This design comes from an exercise in tuning for small area, a short achievable clock period and few clock cycles per item on the open sky130 flow, not from production work.
Only simulation tests tie the RTL to the original design; equivalence was not proved.
Power and IR drop assume default switching activity.

**design.v**
```verilog
`timescale 1ns / 1ps
`default_nettype none
package sitrd_pkg;
   localparam int NUM_W      = 32;
   localparam int SYM_W      = 8;
   localparam int RADIX_W    = 5;
   localparam int DIGIT_W    = 4;
   localparam int SYM_COUNT  = 16;
   localparam int COUNT_W    = 6;
   localparam int MAX_DIGITS = 32;
   localparam int MAX_BASE   = 16;
   localparam int CSR_DATA_W = 64;
   localparam int CSR_ADDR_W = 5;
   localparam logic [1:0] REG_RADIX        = 2'd0;
   localparam logic [1:0] REG_SYMBOLS_LOW  = 2'd1;
   localparam logic [1:0] REG_SYMBOLS_HIGH = 2'd2;
   localparam logic [RADIX_W-1:0]    RADIX_RESET        = 5'd10;
   localparam logic [CSR_DATA_W-1:0] SYMBOLS_LOW_RESET  = 64'h3736_3534_3332_3130;
   localparam logic [CSR_DATA_W-1:0] SYMBOLS_HIGH_RESET = 64'h0000_0000_0000_3938;
   localparam logic [SYM_W-1:0] SYM_PLUS  = 8'h2B;
   localparam logic [SYM_W-1:0] SYM_MINUS = 8'h2D;
   typedef struct packed {
      logic load;
      logic mul;
      logic div;
      logic out_sign;
      logic out_digit;
      logic out_error;
   } dp_cmd_type;
   typedef struct packed {
      logic err;
      logic neg;
      logic mag_zero;
      logic count_zero;
      logic count_full;
      logic last_digit;
   } dp_status_type;
endpackage
`default_nettype wire
`timescale 1ns / 1ps
`timescale 1ns / 1ps
`timescale 1ns / 1ps
`default_nettype none
module signed_integer_to_radix_digits_unit #(
   parameter int MAX_BASE = sitrd_pkg::MAX_BASE
) (
   input  wire logic                                  clock,
   input  wire logic                                  reset,
   input  wire logic                                  req_tvalid,
   output logic                                       req_tready,
   input  wire logic signed [sitrd_pkg::NUM_W-1:0]    req_tdata,
   output logic                                       rsp_tvalid,
   input  wire logic                                  rsp_tready,
   output logic [sitrd_pkg::SYM_W-1:0]                rsp_tdata,
   output logic                                       rsp_tlast,
   output logic                                       rsp_tuser,
   input  wire logic                                  csr_psel,
   input  wire logic                                  csr_penable,
   input  wire logic                                  csr_pwrite,
   input  wire logic [sitrd_pkg::CSR_ADDR_W-1:0]      csr_paddr,
   input  wire logic [sitrd_pkg::CSR_DATA_W-1:0]      csr_pwdata,
   output logic [sitrd_pkg::CSR_DATA_W-1:0]           csr_prdata,
   output logic                                       csr_pready
);
   localparam int QW = 42;    
   localparam int CH = 4;     
   logic [4:0]  radix_ff;
   logic [63:0] symbols_low_ff;
   logic [63:0] symbols_high_ff;
   logic        csr_write;
   logic [1:0]  csr_index;
   assign csr_pready = 1'b1;
   assign csr_write  = csr_psel && csr_penable && csr_pwrite;
   assign csr_index  = csr_paddr[4:3];
   always_ff @(posedge clock) begin
      if (reset) begin
         radix_ff        <= sitrd_pkg::RADIX_RESET;
         symbols_low_ff  <= sitrd_pkg::SYMBOLS_LOW_RESET;
         symbols_high_ff <= sitrd_pkg::SYMBOLS_HIGH_RESET;
      end else if (csr_write) begin
         case (csr_index)
            2'd0:    radix_ff        <= csr_pwdata[4:0];
            2'd1:    symbols_low_ff  <= csr_pwdata;
            2'd2:    symbols_high_ff <= csr_pwdata;
            default: ;
         endcase
      end
   end
   always_comb begin
      case (csr_index)
         2'd0:    csr_prdata = {59'd0, radix_ff};
         2'd1:    csr_prdata = symbols_low_ff;
         2'd2:    csr_prdata = symbols_high_ff;
         default: csr_prdata = '0;
      endcase
   end
   logic [7:0] syms [0:15];
   always_comb begin
      for (int k = 0; k < 8; k++) begin
         syms[k]     = symbols_low_ff[k*8 +: 8];
         syms[k + 8] = symbols_high_ff[k*8 +: 8];
      end
   end
   logic [4:0] n;         
   assign n = (radix_ff > 5'd16) ? 5'd16 : radix_ff;
   logic       cfg_pow2;        
   logic [1:0] cfg_wm1;         
   logic [3:0] cfg_k0, cfg_k1;  
   logic       cfg_n0;          
   logic [3:0] cfg_n;           
   logic [4:0] cfg_negn;        
   always_ff @(posedge clock) begin
      cfg_pow2 <= (n == 5'd2) || (n == 5'd4) || (n == 5'd8) || (n == 5'd16) || (n < 5'd2);
      cfg_wm1  <= (n <= 5'd2) ? 2'd0 : (n <= 5'd4) ? 2'd1 : (n <= 5'd8) ? 2'd2 : 2'd3;
      cfg_k0   <= n[4:1] + {3'd0, n[0]};
      cfg_k1   <= n[4:1];
      cfg_n0   <= n[0];
      cfg_n    <= n[3:0];
      cfg_negn <= 5'd0 - n;
   end
   logic       chk_busy;
   logic [3:0] chk_k;
   logic       chk_bad;
   logic       alpha_ok;
   logic [3:0] sym_idx;
   logic [7:0] sym_out;
   logic [15:0] chk_eq;
   logic       chk_hit;
   logic       chk_end;
   assign sym_out = syms[sym_idx];
   always_comb begin
      for (int j = 0; j < 16; j++)
         chk_eq[j] = (syms[j] == sym_out) && (4'(j) > chk_k) && (5'(j) < n);
      chk_hit = (5'(chk_k) < n) &&
                ((sym_out == 8'h00) || (sym_out == sitrd_pkg::SYM_PLUS) ||
                 (sym_out == sitrd_pkg::SYM_MINUS) || (|chk_eq));
      chk_end = (chk_k == 4'd15) || (5'(chk_k) + 5'd1 >= n);
   end
   always_ff @(posedge clock) begin
      if (reset) begin
         chk_busy <= 1'b0;
         chk_k    <= '0;
         chk_bad  <= 1'b0;
         alpha_ok <= 1'b1;
      end else if (csr_write) begin
         chk_busy <= 1'b1;
         chk_k    <= '0;
         chk_bad  <= 1'b0;
      end else if (chk_busy) begin
         chk_k   <= chk_k + 4'd1;
         chk_bad <= chk_bad || chk_hit;
         if (chk_end) begin
            chk_busy <= 1'b0;
            alpha_ok <= !(chk_bad || chk_hit) && (n >= 5'd2);
         end
      end
   end
   localparam int NC = (32 + CH - 1) / CH;    
   localparam int XW = NC * CH;               
   logic [XW-1:0] x_ff;
   logic          neg_c;
   logic          c_busy;
   logic [NC-1:0] top_ff;      
   logic [3:0]    rreg [1:NC-1];
   logic          vreg [1:NC-1];
   logic          zreg [1:NC-1];
   logic [3:0]    rin  [0:NC-1];
   logic          vin  [0:NC-1];
   logic          zin  [0:NC-1];
   logic [3:0]    rout [0:NC-1];
   logic [CH-1:0] qb   [0:NC-1];
   logic [QW-1:0] q_ff, q1_ff, q2_ff;
   logic [5:0]    qcnt_ff, q1cnt, q2cnt;
   logic          q_full, q1_full, q2_full, q_neg, q1_neg, q2_neg;
   logic          q_to_q1, q1_to_q2, q2_to_s, q_free, q1_free, q2_free, o_free;
   always_comb begin
      for (int c = 0; c < NC; c++) begin
         if (top_ff[c] || c == NC - 1) begin
            rin[c] = '0;
            vin[c] = top_ff[c] && c_busy && !cfg_pow2;
            zin[c] = 1'b0;
         end else begin
            rin[c] = rreg[c+1];
            vin[c] = vreg[c+1];
            zin[c] = zreg[c+1];
         end
      end
   end
   always_comb begin
      for (int c = 0; c < NC; c++) begin
         logic [3:0] rr, kk;
         logic [2:0] dm;
         logic       bb, ge, bw0, bw1;
         rr = rin[c];
         for (int i = CH - 1; i >= 0; i--) begin
            bb  = x_ff[c * CH + i];
            kk  = bb ? cfg_k1 : cfg_k0;
            ge  = (rr[3] & ~kk[3]) | (~(rr[3] ^ kk[3]) & ((rr[2] & ~kk[2]) | (~(rr[2] ^ kk[2]) & ((rr[1] & ~kk[1]) | (~(rr[1] ^ kk[1]) & (rr[0] | ~kk[0]))))));
            bw0 = ~rr[0] & kk[0];
            bw1 = (~rr[1] & kk[1]) | (~(rr[1] ^ kk[1]) & bw0);
            dm  = {rr[2] ^ kk[2] ^ bw1, rr[1] ^ kk[1] ^ bw0, rr[0] ^ kk[0]};
            qb[c][i] = ge;
            rr = ge ? {dm, bb ^ cfg_n0} : {rr[2:0], bb};
         end
         rout[c] = rr;
      end
   end
   logic [XW-1:0] x_shr;
   logic [3:0]    pdigit;
   always_comb begin
      case (cfg_wm1)
         2'd0:    begin x_shr = x_ff >> 1; pdigit = {3'd0, x_ff[0]};   end
         2'd1:    begin x_shr = x_ff >> 2; pdigit = {2'd0, x_ff[1:0]}; end
         2'd2:    begin x_shr = x_ff >> 3; pdigit = {1'd0, x_ff[2:0]}; end
         default: begin x_shr = x_ff >> 4; pdigit = x_ff[3:0];         end
      endcase
   end
   logic dvalid;       
   logic last_digit;
   logic stall;
   logic c_finish;
   always_comb begin
      if (cfg_pow2) begin
         dvalid     = c_busy;
         last_digit = (x_shr == '0);
      end else begin
         dvalid     = vin[0];
         last_digit = !zin[0] && ({rin[0], x_ff[CH-1:0]} < (CH+4)'(cfg_n));
      end
   end
   assign stall    = dvalid && !q_free;
   assign c_finish = dvalid && q_free && last_digit;
   assign o_free   = !s_valid || (out_load && s_last);
   assign q2_to_s  = q2_full && o_free && !chk_busy;
   assign q2_free  = !q2_full || q2_to_s;
   assign q1_to_q2 = q1_full && q2_free;
   assign q1_free  = !q1_full || q1_to_q2;
   assign q_to_q1  = q_full && q1_free;
   assign q_free   = !q_full || q_to_q1;
   assign req_tready = !c_busy || c_finish;
   logic [31:0]   mag32;
   logic [XW-1:0] mag_in;
   logic [NC-1:0] top_in;
   always_comb begin
      mag32  = req_tdata[31] ? (32'd0 - req_tdata) : req_tdata;
      mag_in = XW'(mag32);
      top_in = '0;
      for (int c = NC - 1; c >= 0; c--)
         if (top_in == '0 && (c == 0 || |mag_in[c * CH +: CH])) top_in[c] = 1'b1;
   end
   always_ff @(posedge clock) begin
      if (reset) begin
         c_busy  <= 1'b0;
         q_full  <= 1'b0;
         q1_full <= 1'b0;
         q2_full <= 1'b0;
      end else begin
         if (req_tvalid && req_tready) c_busy <= 1'b1;
         else if (c_finish)            c_busy <= 1'b0;
         if (c_finish)     q_full <= 1'b1;
         else if (q_to_q1) q_full <= 1'b0;
         if (q_to_q1)       q1_full <= 1'b1;
         else if (q1_to_q2) q1_full <= 1'b0;
         if (q1_to_q2)      q2_full <= 1'b1;
         else if (q2_to_s)  q2_full <= 1'b0;
      end
   end
   always_ff @(posedge clock) begin
      if (req_tvalid && req_tready) begin
         x_ff   <= mag_in;
         top_ff <= top_in;
         neg_c  <= req_tdata[31];
      end else if (c_busy && !stall) begin
         if (cfg_pow2) begin
            x_ff <= x_shr;
         end else begin
            for (int c = 0; c < NC; c++)
               if (vin[c]) x_ff[c * CH +: CH] <= qb[c];
         end
      end
   end
   always_ff @(posedge clock) begin
      for (int c = 1; c < NC; c++) begin
         if (reset || c_finish || (req_tvalid && req_tready)) begin
            vreg[c] <= 1'b0;
         end else if (!stall) begin
            vreg[c] <= vin[c];
            rreg[c] <= rout[c];
            zreg[c] <= zin[c] || (|qb[c]);
         end
      end
   end
   always_ff @(posedge clock) begin
      if (dvalid && q_free) begin
         logic [3:0] d;
         d = cfg_pow2 ? pdigit : rout[0];
         case (cfg_wm1)
            2'd0:    q_ff <= {d[0],   q_ff[QW-1:1]};
            2'd1:    q_ff <= {d[1:0], q_ff[QW-1:2]};
            2'd2:    q_ff <= {d[2:0], q_ff[QW-1:3]};
            default: q_ff <= {d[3:0], q_ff[QW-1:4]};
         endcase
         qcnt_ff <= (q_full ? 6'd0 : qcnt_ff) + 6'd1;
      end else if (q_to_q1) begin
         qcnt_ff <= '0;
      end
      if (reset) qcnt_ff <= '0;
      if (c_finish) q_neg <= neg_c;
      if (q_to_q1) begin
         q1_ff  <= q_ff;
         q1cnt  <= qcnt_ff;
         q1_neg <= q_neg;
      end
      if (q1_to_q2) begin
         q2_ff  <= q1_ff;
         q2cnt  <= q1cnt;
         q2_neg <= q1_neg;
      end
   end
   logic [QW-1:0] s_ff;
   logic [5:0]    ocnt;
   logic          osign, oerr, s_valid;
   logic [3:0]    o_digit;
   logic [7:0]    s_byte;
   logic          s_last;
   logic          out_load;
   logic          o_valid;
   logic [7:0]    out_data;
   logic          out_last, out_user;
   always_comb begin
      case (cfg_wm1)
         2'd0:    o_digit = {3'b0, s_ff[QW-1]};
         2'd1:    o_digit = {2'b0, s_ff[QW-1:QW-2]};
         2'd2:    o_digit = {1'b0, s_ff[QW-1:QW-3]};
         default: o_digit = s_ff[QW-1:QW-4];
      endcase
   end
   assign sym_idx  = chk_busy ? chk_k : o_digit;
   assign s_byte   = oerr ? 8'h00 : osign ? sitrd_pkg::SYM_MINUS : sym_out;
   assign s_last   = oerr || (!osign && ocnt == 6'd1);
   assign out_load = s_valid && (!o_valid || rsp_tready);
   assign rsp_tvalid = o_valid;
   assign rsp_tdata  = out_data;
   assign rsp_tlast  = out_last;
   assign rsp_tuser  = out_user;
   always_ff @(posedge clock) begin
      if (reset) begin
         o_valid <= 1'b0;
         s_valid <= 1'b0;
      end else begin
         if (out_load)        o_valid <= 1'b1;
         else if (rsp_tready) o_valid <= 1'b0;
         if (q2_to_s)                 s_valid <= 1'b1;
         else if (out_load && s_last) s_valid <= 1'b0;
      end
   end
   always_ff @(posedge clock) begin
      if (out_load) begin
         out_data <= s_byte;
         out_last <= s_last;
         out_user <= oerr;
      end
      if (q2_to_s) begin
         s_ff  <= q2_ff;
         ocnt  <= q2cnt;
         osign <= q2_neg && alpha_ok;
         oerr  <= !alpha_ok;
      end else if (out_load) begin
         if (osign) begin
            osign <= 1'b0;
         end else begin
            case (cfg_wm1)
               2'd0:    s_ff <= {s_ff[QW-2:0], 1'b0};
               2'd1:    s_ff <= {s_ff[QW-3:0], 2'b0};
               2'd2:    s_ff <= {s_ff[QW-4:0], 3'b0};
               default: s_ff <= {s_ff[QW-5:0], 4'b0};
            endcase
            ocnt <= ocnt - 6'd1;
         end
      end
   end
endmodule
`default_nettype wire
```
**config.mk**
```make
export PLATFORM = sky130hd
export DESIGN_NAME = signed_integer_to_radix_digits_unit
export DESIGN_NICKNAME = signed_integer_to_radix_digits_unit
export VERILOG_FILES = /design/flow/design.v
export SDC_FILE = /design/flow/constraint.sdc
export NUM_CORES = 4
export LEC_CHECK = 0
export ABC_AREA = 1
export CAP_MARGIN = 20
export CORE_MARGIN = 2
export CORE_UTILIZATION = 50
export CTS_BUF_LIST = sky130_fd_sc_hd__clkbuf_4 sky130_fd_sc_hd__clkbuf_8
export SETUP_SLACK_MARGIN = 5
export SLEW_MARGIN = 20
```
**constraint.sdc**
```tcl
create_clock -name core_clock -period 11.0 [get_ports {clock}]
set_input_delay 2.2000 -clock core_clock [delete_from_list [all_inputs] [get_ports {clock}]]
set_output_delay 2.2000 -clock core_clock [all_outputs]
set_load 0.01 [all_outputs]
```
**run.sh**
```bash
#!/bin/bash
# synth_recipe.tcl (not shown) runs the flow's synth.tcl, then flattens the netlist and writes it again
# the make line also repeats each setting of config.mk as NAME=value (left out here)
make -C /OpenROAD-flow-scripts/flow DESIGN_CONFIG=/design/flow/config.mk WORK_HOME=/design/flow/orfs CLKGATE_MAP_FILE= SYNTH_SCRIPT=/design/flow/synth_recipe.tcl finish
```
==> impl_metrics.env, run 1 <==
export IMPL_yosys_top_cells_area="sky130_fd_sc_hd__edfxtp_1 28%, sky130_fd_sc_hd__nand2_1 13%, sky130_fd_sc_hd__dfxtp_1 11%"
export IMPL_clkTransAtPathRegs_ns=0.07
export IMPL_routed_wl_um=109000
export IMPL_vias_per_cell=5.96
export IMPL_first_drt_pass_iteration_count=7
export IMPL_slew_viol_final=0
export IMPL_grt_antenna_before_repair=2
export IMPL_powerDensity_mw_per_mm2=255
export IMPL_placed_cells=4776
export IMPL_hold_fix_buffers_at_cts=0
export IMPL_synth_ff_type="sky130_fd_sc_hd__edfxtp_1"
export IMPL_power_static_leakage_uw=0.0156
export IMPL_remaining_drc_errors=0
export IMPL_synth_enable_flop_cells=277
export IMPL_cts_buffer_depth=3
export IMPL_worst_slew_margin_rel_pct=34.9
export IMPL_layout_min_cycle_time_ns=6.05
export IMPL_synthesis_warning_total=10
export IMPL_report_final_hold_viol_count=0
export IMPL_crit_buf_inv=10
export IMPL_cp_slowest_cell="sky130_fd_sc_hd__dfxtp_4"
export IMPL_final_setup_skew_ns=0.0429
export IMPL_required_time_of_the_critical_path_ns=11.46
export IMPL_crit_family="adder cells"
export IMPL_grt_pass1_vias=28500
export IMPL_drv_cap=0
export IMPL_worst_slew_pin_slew_ns=0.977
export IMPL_total_via_count_after_detailed_routing=30300
export IMPL_die_w_um=249
export IMPL_hpwlAfterDp_um=70500
export IMPL_synthesis_area_sq_mm=0.0300
export IMPL_vdd_drop_max_mv=0.371
export IMPL_setup_violating_endpoint_count_in_the_final_report=0
export IMPL_first_iter_violations=3394
export IMPL_postSynthNetCount=4279
export IMPL_clockRootBuffer="sky130_fd_sc_hd__clkbuf_8"
export IMPL_numCtsBuffers=79
export IMPL_htreeDepth=3
export IMPL_synth_sequential_area_ratio_pct=39.1
export IMPL_io_pins=185
export IMPL_grt_max_degree=99
export IMPL_max_stage_delay_ns=0.39
export IMPL_yosys_area_top_type="sky130_fd_sc_hd__edfxtp_1"
export IMPL_async_reset_ff_share_pct=0
export IMPL_crit_path_start_kind="register"
export IMPL_cp_end_kind="register"
export IMPL_initial_utilization_pct=50.7
export IMPL_num_nets_final=4496
export IMPL_layout_cells_sized_above_1_pct=14.0
export IMPL_drt_antenna_violating_nets=0
export IMPL_die_area_sq_mm=0.0621
export IMPL_period_share_pct=55.0
export IMPL_setup_total_negative_slack_ns=0
export IMPL_gr_total_overflow=0
export IMPL_die_h_um=249
export IMPL_mapped_cells=4022
export IMPL_worst_ep_arrival_time_ns=6.51
export IMPL_synthToLayoutAreaGrowth_pct=20.2
export IMPL_row_count=89
export IMPL_gpl_congestion=1.01
export IMPL_count_of_cell_types_in_the_netlist=56
export IMPL_cts_sinks=448
export IMPL_grt_setup_unrepaired="true"
export IMPL_first_pass_grt_wire_length_um=163000
export IMPL_clkLatencyLatePin_ns=0.71
export IMPL_critical_path_class="reg -> reg"
export IMPL_timing_critical_path_fanout_max=5
export IMPL_tritoncts="built"
export IMPL_avgRoutedWirePerCell_um=21.4
export IMPL_port_buffer_count=180
export IMPL_crit_top_cell="sky130_fd_sc_hd__inv_2"
export IMPL_global_route_usage_total_pct=33.4
export IMPL_netlist_area_leader_share_pct=27.7
export IMPL_postSynthAreaPerCell_sq_um=7.47
export IMPL_run_status="finished clean"
export IMPL_layout_cells_non_filler=5076
export IMPL_floorplan_core_area_sq_mm=0.0592
export IMPL_synth_ff_latch_count=448
export IMPL_worst_hold_path_type="reg -> reg"
export IMPL_fmax_mhz=165
==> final timing paths <==
path | from | end | slack [ns] | cells past startpoint
min reg2reg | q1_ff[9]$_DFFE_PP_ | q2_ff[9]$_DFFE_PP_ | 0.41 | 0
max reg2reg | cfg_k0[0]$_DFF_P_ | q_ff[40]$_DFFE_PP_ | 4.95 | 37
min | q1_ff[9]$_DFFE_PP_ | q2_ff[9]$_DFFE_PP_ | 0.41 | 0
max | cfg_k0[0]$_DFF_P_ | q_ff[40]$_DFFE_PP_ | 4.95 | 37
==> per-stage QoR <==
| stage | cell area (sq um) | power [uW] | utilization, % | worst slack (ns) | hold slack [ns] |
|---|---|---|---|---|---|
| after floorplan | 30100 | 5120 | - | 4.75 | 0.400 |
| after global placement | 32100 | 5940 | 54.2 | 3.21 | 0.401 |
| after detailed placement | 32100 | 6090 | 54.2 | 3.23 | 0.405 |
| after CTS | 34900 | 8380 | 58.9 | 4.74 | 0.412 |
| after global routing | 36100 | 9850 | 61.0 | 4.69 | 0.423 |
| final | 36100 | 9210 | 61.0 | 4.95 | 0.409 |
==> cells by family (layout without fill, tap and decap cells) <==
group,after synthesis,after routing,share of synthesized area (%)
AND/OR/NAND/NOR,1738,1740,24.0
AO/OA/AOI/OAI,887,887,17.0
buffers and inverters,662,939,8.80
flip-flops,448,448,39.1
adder cells (fa/ha/maj),149,149,6.98
XOR/XNOR,114,114,3.32
multiplexers,23,23,0.766
other,1,3,0.0125
==> repair_timing <==
item / 4_1_cts / 5_1_grt
pin swaps: 37 / 94
gates cloned: 4 / 5
hold endpoints to repair: 0 / 0
resized for setup: 247 / 146
setup buffers: 63 / 82
endpoints found under the setup margin: 149 / 60
==> cell usage in the layout (no fill, tap or decap), types with 17 or more instances in the layout <==
| cell type | instances |
|---|---|
| sky130_fd_sc_hd__o21ai_2 | 18 |
| sky130_fd_sc_hd__a21oi_2 | 18 |
| sky130_fd_sc_hd__xnor2_1 | 34 |
| sky130_fd_sc_hd__nor2_1 | 309 |
| sky130_fd_sc_hd__clkdlybuf4s50_1 | 116 |
| sky130_fd_sc_hd__clkbuf_4 | 31 |
| sky130_fd_sc_hd__a21oi_1 | 188 |
| sky130_fd_sc_hd__mux2i_1 | 19 |
| sky130_fd_sc_hd__inv_1 | 382 |
| sky130_fd_sc_hd__xor2_1 | 77 |
| sky130_fd_sc_hd__fa_2 | 25 |
| sky130_fd_sc_hd__nand2_2 | 19 |
| sky130_fd_sc_hd__o2111ai_1 | 32 |
| sky130_fd_sc_hd__nand4_1 | 93 |
| sky130_fd_sc_hd__o22ai_2 | 17 |
| sky130_fd_sc_hd__or2_2 | 17 |
| sky130_fd_sc_hd__buf_4 | 163 |
| sky130_fd_sc_hd__o21ai_0 | 351 |
| sky130_fd_sc_hd__o21bai_1 | 17 |
| sky130_fd_sc_hd__nand2_1 | 1032 |
| sky130_fd_sc_hd__dlygate4sd2_1 | 50 |
| sky130_fd_sc_hd__o21ai_1 | 19 |
| sky130_fd_sc_hd__dfxtp_1 | 167 |
| sky130_fd_sc_hd__o211ai_1 | 46 |
| sky130_fd_sc_hd__a31oi_1 | 23 |
| sky130_fd_sc_hd__clkbuf_8 | 86 |
| sky130_fd_sc_hd__edfxtp_1 | 277 |
| sky130_fd_sc_hd__ha_1 | 101 |
| sky130_fd_sc_hd__o22ai_1 | 67 |
| sky130_fd_sc_hd__nand3_1 | 207 |
| sky130_fd_sc_hd__inv_2 | 30 |
==> synthesized netlist by cell type, drive strengths merged (79+ instances only) <==
master	n
ha	118
edfxtp	277
dfxtp	171
nand2	1055
a21oi	222
inv	415
nor2	327
clkbuf	152
o22ai	89
buf	89
xor2	79
nand3	212
o21ai	396
nand4	93
==> final cells by class <==
type	count	area (sq um)
Inverter	421	1630
Fill cell	5423	23100
Timing Repair inverter	1	7.51
Clock inverter	26	181
Timing Repair Buffer	374	3490
Clock buffer	117	1420
Tap cell	773	967
Antenna cell	2	5.00
Sequential cell	448	11800
Multi-Input combinational cell	2914	16700
==> report_power, final <==
group | switching [uW] | leakage, uW | internal [uW]
combinational | 3020 | 0.0108 | 2250
clock | 747 | 0.000855 | 838
sequential | 231 | 0.00394 | 2130
total | 3990 | 0.0156 | 5220
==> state kept, by name, indices dropped and copies added (netlist names), 2 cells and up <==
signal,flops
x_ff,32
q2_ff,42
q1_ff,42
s_ff,42
vreg,7
q1cnt,6
qcnt_ff,6
rreg,28
cfg_k1,2
radix_ff,5
ocnt,6
cfg_k0,4
q_ff,42
zreg,7
top_ff,8
symbols_low_ff,64
cfg_n,3
symbols_high_ff,64
cfg_wm1,2
chk_k,4
out_data,8
q2cnt,6
==> worst reg2reg max path: cells and delay by family (launching register included) <==
kind,cells,cell delay [ns]
flops,1,0.39
compound gates,12,1.73
xor+xnor,2,0.43
buf+inv,10,0.86
fa+ha+maj,7,1.87
simple gates,6,0.53
==> per-layer routing <==
metal  GRT usage [%]  part of all wire [%]
met3            6.49                    11
met5               0                0.0064
met4            14.3                   4.1
met1            46.1                    42
met2            51.0                    44
Testbench counts, summed over its fixed seeds: cycles 43,021, items 4,800.
==> run 2, diff against run 1 <==
--- a/config.mk
+++ b/config.mk
@@ -6,9 +6,9 @@
 export NUM_CORES = 4
 export LEC_CHECK = 0
 export ABC_AREA = 1
-export CAP_MARGIN = 20
+export CAP_MARGIN = 10
 export CORE_MARGIN = 2
-export CORE_UTILIZATION = 50
+export CORE_UTILIZATION = 40
 export CTS_BUF_LIST = sky130_fd_sc_hd__clkbuf_4 sky130_fd_sc_hd__clkbuf_8
 export SETUP_SLACK_MARGIN = 5
-export SLEW_MARGIN = 20
+export SLEW_MARGIN = 10
==> impl_metrics.env, run 2 <==
export IMPL_run_status="finished clean"
export IMPL_layout_min_cycle_time_ns=6.01
export IMPL_yosys_top_cells_area="sky130_fd_sc_hd__edfxtp_1 28%, sky130_fd_sc_hd__nand2_1 13%, sky130_fd_sc_hd__dfxtp_1 11%"
export IMPL_hpwlAfterDp_um=65900
export IMPL_die_area_sq_mm=0.0773
export IMPL_most_used_standard_cells_in_the_synthesized_netlist="1049 x sky130_fd_sc_hd__nand2_1, 406 x sky130_fd_sc_hd__inv_1, 381 x sky130_fd_sc_hd__o21ai_0, 318 x sky130_fd_sc_hd__nor2_1, 277 x sky130_fd_sc_hd__edfxtp_1"
export IMPL_grt_antenna_before_repair=3
export IMPL_slew_viol_final=0
export IMPL_synth_sequential_area_ratio_pct=39.1
export IMPL_power_static_leakage_uw=0.0156
export IMPL_postSynthNetCount=4279
export IMPL_global_route_usage_total_pct=25.6
export IMPL_period_share_pct=54.6
export IMPL_count_of_cell_types_in_the_netlist=56
export IMPL_fmax_mhz=166
export IMPL_setup_total_negative_slack_ns=0
export IMPL_tritoncts="built"
export IMPL_netlist_area_leader_share_pct=27.7
export IMPL_row_count=100
export IMPL_htreeDepth=3
export IMPL_initial_utilization_pct=40.4
export IMPL_timing_hold_ws_ns=0.412
export IMPL_report_final_hold_viol_count=0
export IMPL_gr_total_overflow=0
export IMPL_synth_enable_flop_cells=277
export IMPL_remaining_drc_errors=0
export IMPL_timing_critical_path_fanout_max=7
export IMPL_cts_buffer_depth=3
export IMPL_async_reset_ff_share_pct=0
export IMPL_most_common_layout_cells="1030 x sky130_fd_sc_hd__nand2_1, 383 x sky130_fd_sc_hd__inv_1, 353 x sky130_fd_sc_hd__o21ai_0, 306 x sky130_fd_sc_hd__nor2_1, 277 x sky130_fd_sc_hd__edfxtp_1"
export IMPL_synthesis_area_sq_mm=0.0300
export IMPL_grt_pass1_vias=27400
export IMPL_cts_sinks=448
export IMPL_routed_wl_um=103000
export IMPL_floorplan_core_area_sq_mm=0.0744
export IMPL_vias_per_cell=5.60
export IMPL_setup_violating_endpoint_count_in_the_final_report=0
export IMPL_globalRoute_busiestLayer="met2"
export IMPL_avgRoutedWirePerCell_um=19.5
export IMPL_critPathCapture="csr_prdata[7]"
export IMPL_die_w_um=278
export IMPL_synthToLayoutAreaGrowth_pct=20.6
export IMPL_die_h_um=278
export IMPL_yosys_area_top_type="sky130_fd_sc_hd__edfxtp_1"
export IMPL_port_buffer_count=180
export IMPL_synthesis_warning_total=10
export IMPL_final_setup_skew_ns=0.0690
export IMPL_first_drt_pass_iteration_count=8
export IMPL_num_nets_final=4473
export IMPL_placed_cells=4972
export IMPL_worst_slew_margin_rel_pct=28.5
export IMPL_regToRegSetupSlack_ns=4.99
export IMPL_first_pass_grt_wire_length_um=157000
export IMPL_worstReg2RegEnd="x_ff[20]$_DFFE_PP_"
export IMPL_gr_usage_met1_pct=34.6
export IMPL_timing_critical_path_from="csr_paddr[4]"
export IMPL_largest_registers="symbols_high_ff (64), symbols_low_ff (64)"
export IMPL_crit_reg2reg_launch="cfg_k0[0]$_DFF_P_"
export IMPL_clockRootBuffer="sky130_fd_sc_hd__clkbuf_8"
export IMPL_io_pins=185
export IMPL_synth_ff_latch_count=448
export IMPL_required_time_of_the_critical_path_ns=8.80
export IMPL_crit_path_start_kind="primary input"
export IMPL_postSynthAreaPerCell_sq_um=7.47
export IMPL_drv_cap=0
export IMPL_drt_antenna_violating_nets=0
export IMPL_synth_most_common_cell="sky130_fd_sc_hd__nand2_1"
export IMPL_layout_cells_sized_above_1_pct=13.8
export IMPL_clkLatencyLatePin_ns=0.72
export IMPL_grt_setup_unrepaired="true"
export IMPL_cp_end_kind="output pin"
export IMPL_first_iter_violations=3164
export IMPL_numCtsBuffers=82
export IMPL_grt_met3_usage_pct=4.73
export IMPL_mapped_cells=4022
export IMPL_timing_reg2reg_worst_path_depth=32
export IMPL_layout_cells_most_common="sky130_fd_sc_hd__nand2_1"
export IMPL_worst_slew_pin_slew_ns=1.07
export IMPL_synth_ff_type="sky130_fd_sc_hd__edfxtp_1"
export IMPL_use_met2_pct=40.3
export IMPL_layout_cells_non_filler=5253
export IMPL_clkTransAtPathRegs_ns=0.06
export IMPL_vdd_drop_max_mv=0.183
export IMPL_grt_max_degree=91
export IMPL_worst_ep_arrival_time_ns=3.81
export IMPL_powerDensity_mw_per_mm2=252
export IMPL_total_via_count_after_detailed_routing=29400
export IMPL_critical_path_class="in -> out"
export IMPL_worst_hold_path_type="reg -> reg"
export IMPL_gpl_congestion=0.918
[run 2: cell counts after synthesis]
No cell type changed its count.
[run 2: how the worst min path moves through the flow]
stage,start,end,slack (ns),cells past startpoint
finish,q1_ff[39]$_DFFE_PP_,q2_ff[39]$_DFFE_PP_,0.41,0
global route,q1_ff[21]$_DFFE_PP_,q2_ff[21]$_DFFE_PP_,0.42,0
detailed placement,q1_ff[19]$_DFFE_PP_,q2_ff[19]$_DFFE_PP_,0.40,0
CTS,q1_ff[39]$_DFFE_PP_,q2_ff[39]$_DFFE_PP_,0.41,0
global placement,q1_ff[17]$_DFFE_PP_,q2_ff[17]$_DFFE_PP_,0.40,0
floorplan,q_ff[0]$_DFFE_PP_,q1_ff[0]$_DFFE_PP_,0.40,0
[run 2: kinds of logic (layout without fill, tap and decap cells)]
logic type      count (synthesis)  after routing  synth area share [%]
fa+ha+maj                     149            149                  6.98
flops                         448            448                  39.1
buf+inv                       662            920                  8.80
other cells                     1              4                0.0125
xor+xnor                      114            114                  3.32
compound gates                887            887                  17.0
simple gates                 1738           1739                  24.0
mux                            23             23                 0.766
[run 2: power breakdown]
group | leakage (uW) | switching (uW) | internal (uW) | total, uW
Clock | 0.000923 | 760 | 961 | 1720
Combinational | 0.0107 | 2830 | 2240 | 5070
Sequential | 0.00394 | 228 | 2130 | 2360
[run 2: layout make-up]
cell class	instances	area [sq um]
clock buffers	126	1530
repair inverters	2	15.0
inverters	421	1610
diodes	3	7.51
fillers	7286	38200
flip-flops and latches	448	11800
clock inverters	23	223
well taps	969	1210
repair buffers	348	3270
multi-input cells	2913	16600
[run 2: critical path, cell delays in order]
cell	delay, ns
sky130_fd_sc_hd__dlygate4sd2_1	0.26
sky130_fd_sc_hd__nor2_2	0.13
sky130_fd_sc_hd__buf_6	0.17
sky130_fd_sc_hd__clkinvlp_4	0.26
sky130_fd_sc_hd__clkbuf_16	0.25
sky130_fd_sc_hd__buf_6	0.16
sky130_fd_sc_hd__o22ai_4	0.20
sky130_fd_sc_hd__buf_2	0.17
[run 2: what timing repair did]
item / in CTS / in global routing
pin swaps: 31 / 103
gates resized for setup: 230 / 191
cloned: 7 / 3
setup endpoints to repair: 186 / 123
hold buffers: 0 / 0
setup buffers: 57 / 62
[run 2: per-stage QoR]
step                total power, uW  utilization, %  setup WS [ns]  cell area, sq um
floorplan                      5120               -           4.75             30100
global placement               5940            43.5           2.58             32400
detailed placement             6020            43.5           2.53             32400
CTS                            8430            47.4           4.75             35300
global route                   9810            48.7           4.69             36200
finish                         9150            48.7           4.99             36200
[run 2: routing by layer]
layer,share of wire [%],wire length [um],vias to the layer above
met4,4.1,4250,4
met2,44,45400,1318
li1,-,-,14000
met5,0.027,28,-
met3,8.5,8740,247
met1,43,44200,13900
==> run 3, diff against run 2 <==
--- a/config.mk
+++ b/config.mk
@@ -6,9 +6,9 @@
 export NUM_CORES = 4
 export LEC_CHECK = 0
 export ABC_AREA = 1
-export CAP_MARGIN = 10
+export CAP_MARGIN = 20
 export CORE_MARGIN = 2
 export CORE_UTILIZATION = 40
 export CTS_BUF_LIST = sky130_fd_sc_hd__clkbuf_4 sky130_fd_sc_hd__clkbuf_8
-export SETUP_SLACK_MARGIN = 5
-export SLEW_MARGIN = 10
+export SETUP_SLACK_MARGIN = 4.5
+export SLEW_MARGIN = 20
==> impl_metrics.env, run 3 <==
export IMPL_hpwlAfterDp_um=65900
export IMPL_synthesis_area_sq_mm=0.0300
export IMPL_clkLatencyLatePin_ns=0.73
export IMPL_worst_hold_path_type="reg -> reg"
export IMPL_switching_share_pct=42.6
export IMPL_power_report_internal_total_uw=4790
export IMPL_combinationalPowerShare_pct=51.4
export IMPL_cts_buffer_depth=3
export IMPL_grt_antenna_before_repair=2
export IMPL_regToRegSetupSlack_ns=4.83
export IMPL_critical_path_class="in -> out"
export IMPL_first_pass_grt_wire_length_um=155000
export IMPL_clockRootBuffer="sky130_fd_sc_hd__clkbuf_8"
export IMPL_timing_hold_ws_ns=0.409
export IMPL_crit_buf_inv=6
export IMPL_setup_total_negative_slack_ns=0
export IMPL_run_status="finished clean"
export IMPL_worst_slew_pin_slew_ns=1.11
export IMPL_met2WireLength_um=44500
export IMPL_worst_slew_margin_rel_pct=25.7
export IMPL_synth_ff_type="sky130_fd_sc_hd__edfxtp_1"
export IMPL_hold_fix_buffers_at_cts=0
export IMPL_async_reset_ff_share_pct=0
export IMPL_cp_slowest_cell="sky130_fd_sc_hd__clkdlybuf4s50_1"
export IMPL_die_area_sq_mm=0.0773
export IMPL_grt_pass1_vias=27100
export IMPL_placed_cells=4973
export IMPL_yosys_top_cells_area="sky130_fd_sc_hd__edfxtp_1 28%, sky130_fd_sc_hd__nand2_1 13%, sky130_fd_sc_hd__dfxtp_1 11%"
export IMPL_p_sw_uw=3560
export IMPL_first_iter_violations=2886
export IMPL_max_stage_delay_ns=0.61
export IMPL_layout_cells_non_filler=5164
export IMPL_most_used_standard_cells_in_the_synthesized_netlist="1049 x sky130_fd_sc_hd__nand2_1, 406 x sky130_fd_sc_hd__inv_1, 381 x sky130_fd_sc_hd__o21ai_0, 318 x sky130_fd_sc_hd__nor2_1, 277 x sky130_fd_sc_hd__edfxtp_1"
export IMPL_htreeDepth=3
export IMPL_global_route_usage_total_pct=25.2
export IMPL_power_total_uw=8350
export IMPL_final_setup_skew_ns=0.0536
export IMPL_netlist_area_leader_share_pct=27.7
export IMPL_synth_ff_latch_count=448
export IMPL_powerDensity_mw_per_mm2=238
export IMPL_clkTransAtPathRegs_ns=0.06
export IMPL_avgRoutedWirePerCell_um=19.3
export IMPL_numCtsBuffers=83
export IMPL_route_met3_wl_um=8360
export IMPL_synth_most_common_cell="sky130_fd_sc_hd__nand2_1"
export IMPL_grt_max_degree=84
export IMPL_vdd_drop_max_mv=0.152
export IMPL_share_clk_of_total_power_pct=20.4
export IMPL_sequentialPowerShare_pct=28.1
export IMPL_synthesis_warning_total=10
export IMPL_port_buffer_count=180
export IMPL_timing_critical_path_fanout_max=23
export IMPL_largest_registers="symbols_high_ff (64), symbols_low_ff (64)"
export IMPL_first_drt_pass_iteration_count=9
export IMPL_slew_viol_final=0
export IMPL_detail_route_wirelength_met1_um=43500
export IMPL_gr_total_overflow=0
export IMPL_vias_per_cell=5.58
export IMPL_mapped_cells=4022
export IMPL_layout_cells_sized_above_1_pct=8.82
export IMPL_crit_top_cell="sky130_fd_sc_hd__clkdlybuf4s50_1"
export IMPL_tritoncts="built"
export IMPL_synth_enable_flop_cells=277
export IMPL_period_share_pct=58.5
export IMPL_remaining_drc_errors=0
export IMPL_power_static_leakage_uw=0.0153
export IMPL_report_final_hold_viol_count=0
export IMPL_synthToLayoutAreaGrowth_pct=16.9
export IMPL_drt_antenna_violating_nets=0
export IMPL_setup_violating_endpoint_count_in_the_final_report=0
export IMPL_cp_end_kind="output pin"
export IMPL_cp_cell_sequence="clkdlybuf4s50_1, inv_1, nor2_1, buf_6, clkinv_4, buf_16, o21ai_1, clkdlybuf4s50_1"
export IMPL_die_w_um=278
export IMPL_row_count=100
export IMPL_gpl_congestion=0.958
export IMPL_synth_sequential_area_ratio_pct=39.1
export IMPL_most_common_layout_cells="1043 x sky130_fd_sc_hd__nand2_1, 396 x sky130_fd_sc_hd__inv_1, 366 x sky130_fd_sc_hd__o21ai_0, 309 x sky130_fd_sc_hd__nor2_1, 277 x sky130_fd_sc_hd__edfxtp_1"
export IMPL_num_nets_final=4385
export IMPL_required_time_of_the_critical_path_ns=8.80
export IMPL_layout_cells_most_common="sky130_fd_sc_hd__nand2_1"
export IMPL_cts_sinks=448
export IMPL_initial_utilization_pct=40.4
export IMPL_routed_wl_um=99700
export IMPL_total_via_count_after_detailed_routing=28800
export IMPL_count_of_cell_types_in_the_netlist=56
export IMPL_postSynthAreaPerCell_sq_um=7.47
export IMPL_postSynthNetCount=4279
export IMPL_layout_min_cycle_time_ns=6.43
export IMPL_worst_ep_arrival_time_ns=4.23
export IMPL_yosys_area_top_type="sky130_fd_sc_hd__edfxtp_1"
export IMPL_crit_path_start_kind="primary input"
export IMPL_fmax_mhz=155
export IMPL_drv_cap=0
export IMPL_grt_setup_unrepaired="true"
export IMPL_floorplan_core_area_sq_mm=0.0744
export IMPL_crit_family="buffers and inverters"
export IMPL_top_signal_layer_used="met5"
export IMPL_io_pins=185
export IMPL_die_h_um=278
-- run 3: path summary, 6_finish.rpt --
path,cells past startpoint,from,end
worst max-delay path,8,csr_paddr[3],csr_prdata[33]
worst min-delay path,0,q1cnt[3]$_DFFE_PP_,q2cnt[3]$_DFFE_PP_
worst max register to register,31,cfg_k0[0]$_DFF_P_,rreg[4][0]$_DFFE_PP_
worst min register to register,0,q1cnt[3]$_DFFE_PP_,q2cnt[3]$_DFFE_PP_
-- run 3: worst reg2reg max path: cells and delay by family (launching register included) --
kind                       cells  cell delay, ns
adders and majority gates      8            2.39
buffers and inverters          5            0.54
xor gates and xnor gates       4            0.65
DFF                            1            0.37
and+or+nand+nor                6            0.55
AOI/OAI and AO/OA              8            1.40
-- run 3: routing by layer --
metal  GRT usage (%)  up-vias
met3            4.41      230
li1                -    13800
met4            8.61        2
met1            34.7    13500
met2            39.9     1316
met5               0        -
-- run 3: power by group through the flow --
stage	registers (uW)	logic, uW	clock network [uW]
2_1_floorplan	2220	2890	0
3_5_place_dp	2380	3610	0
5_1_grt	2380	4840	1810
4_1_cts	2350	3770	1740
6_report	2350	4300	1710
3_3_place_gp	2370	3560	0
-- run 3: cell type report --
class | count | area [sq um]
diodes | 1 | 2.50
clock buffers | 116 | 1470
clock inverters | 35 | 278
fillers | 7357 | 39300
inverters | 421 | 1600
multi-input cells | 2914 | 16200
flip-flops and latches | 448 | 11800
well taps | 969 | 1210
repair buffers | 260 | 2570
-- run 3: metrics by stage --
stage	area, sq um	worst slack [ns]	utilization, %
floorplan	30000	4.43	-
detailed placement	32400	3.14	43.5
global placement	32400	3.14	43.5
finish	35100	4.57	47.2
CTS	34600	4.48	46.5
global route	35100	4.47	47.2
-- run 3: cell families (layout without fill, tap and decap cells) --
logic type | count (synthesis) | after routing | share of synthesized area, %
AND/OR/NAND/NOR | 1738 | 1740 | 24.0
buffers and inverters | 662 | 832 | 8.80
flip-flops | 448 | 448 | 39.1
adder cells (fa/ha/maj) | 149 | 149 | 6.98
other | 1 | 2 | 0.0125
XOR/XNOR | 114 | 114 | 3.32
multiplexers | 23 | 23 | 0.766
AO/OA/AOI/OAI | 887 | 887 | 17.0
-- run 3: repair_timing --
item / 4_1_cts / 5_1_grt
endpoints found under the setup margin: 132 / 75
gates resized for setup: 87 / 87
pin swaps: 8 / 16
setup buffers: 10 / 25
cloned: 3 / 1

[afterwards: timing with drivers on the ports]
The results above use ideal ports. As a check the final layouts listed here were re-extracted and re-timed, cells and wires unchanged. Step 1 assumes that a clkbuf_16 drives the clock port and a buf_2 every other input. Step 2 times the ports against the registers' clock, not the clock port: input delays grow and output delays shrink by t, the midpoint of the rising clock arrivals with the driver on. Slacks: ideal / step 1 / step 2; pairs: ideal / step 1.
| run | t (ns) | slack for setup (ns) | worst data-port slew with drivers (ns) | pins driven straight from the clock port |
|---|---|---|---|---|
| run 1 | 0.748 | 4.946 / 4.946 / 4.806 | 0.07 | 1 |
| run 2 | 0.748 | 4.989 / 4.971 / 4.882 | 0.07 | 1 |
| run 3 | 0.760 | 4.568 / 4.542 / 4.386 | 0.07 | 1 |
After both steps every run listed still meets setup and hold. The setup slack of run 3, which loses most, moves by -0.026 ns with the drivers and by -0.182 ns with both steps.
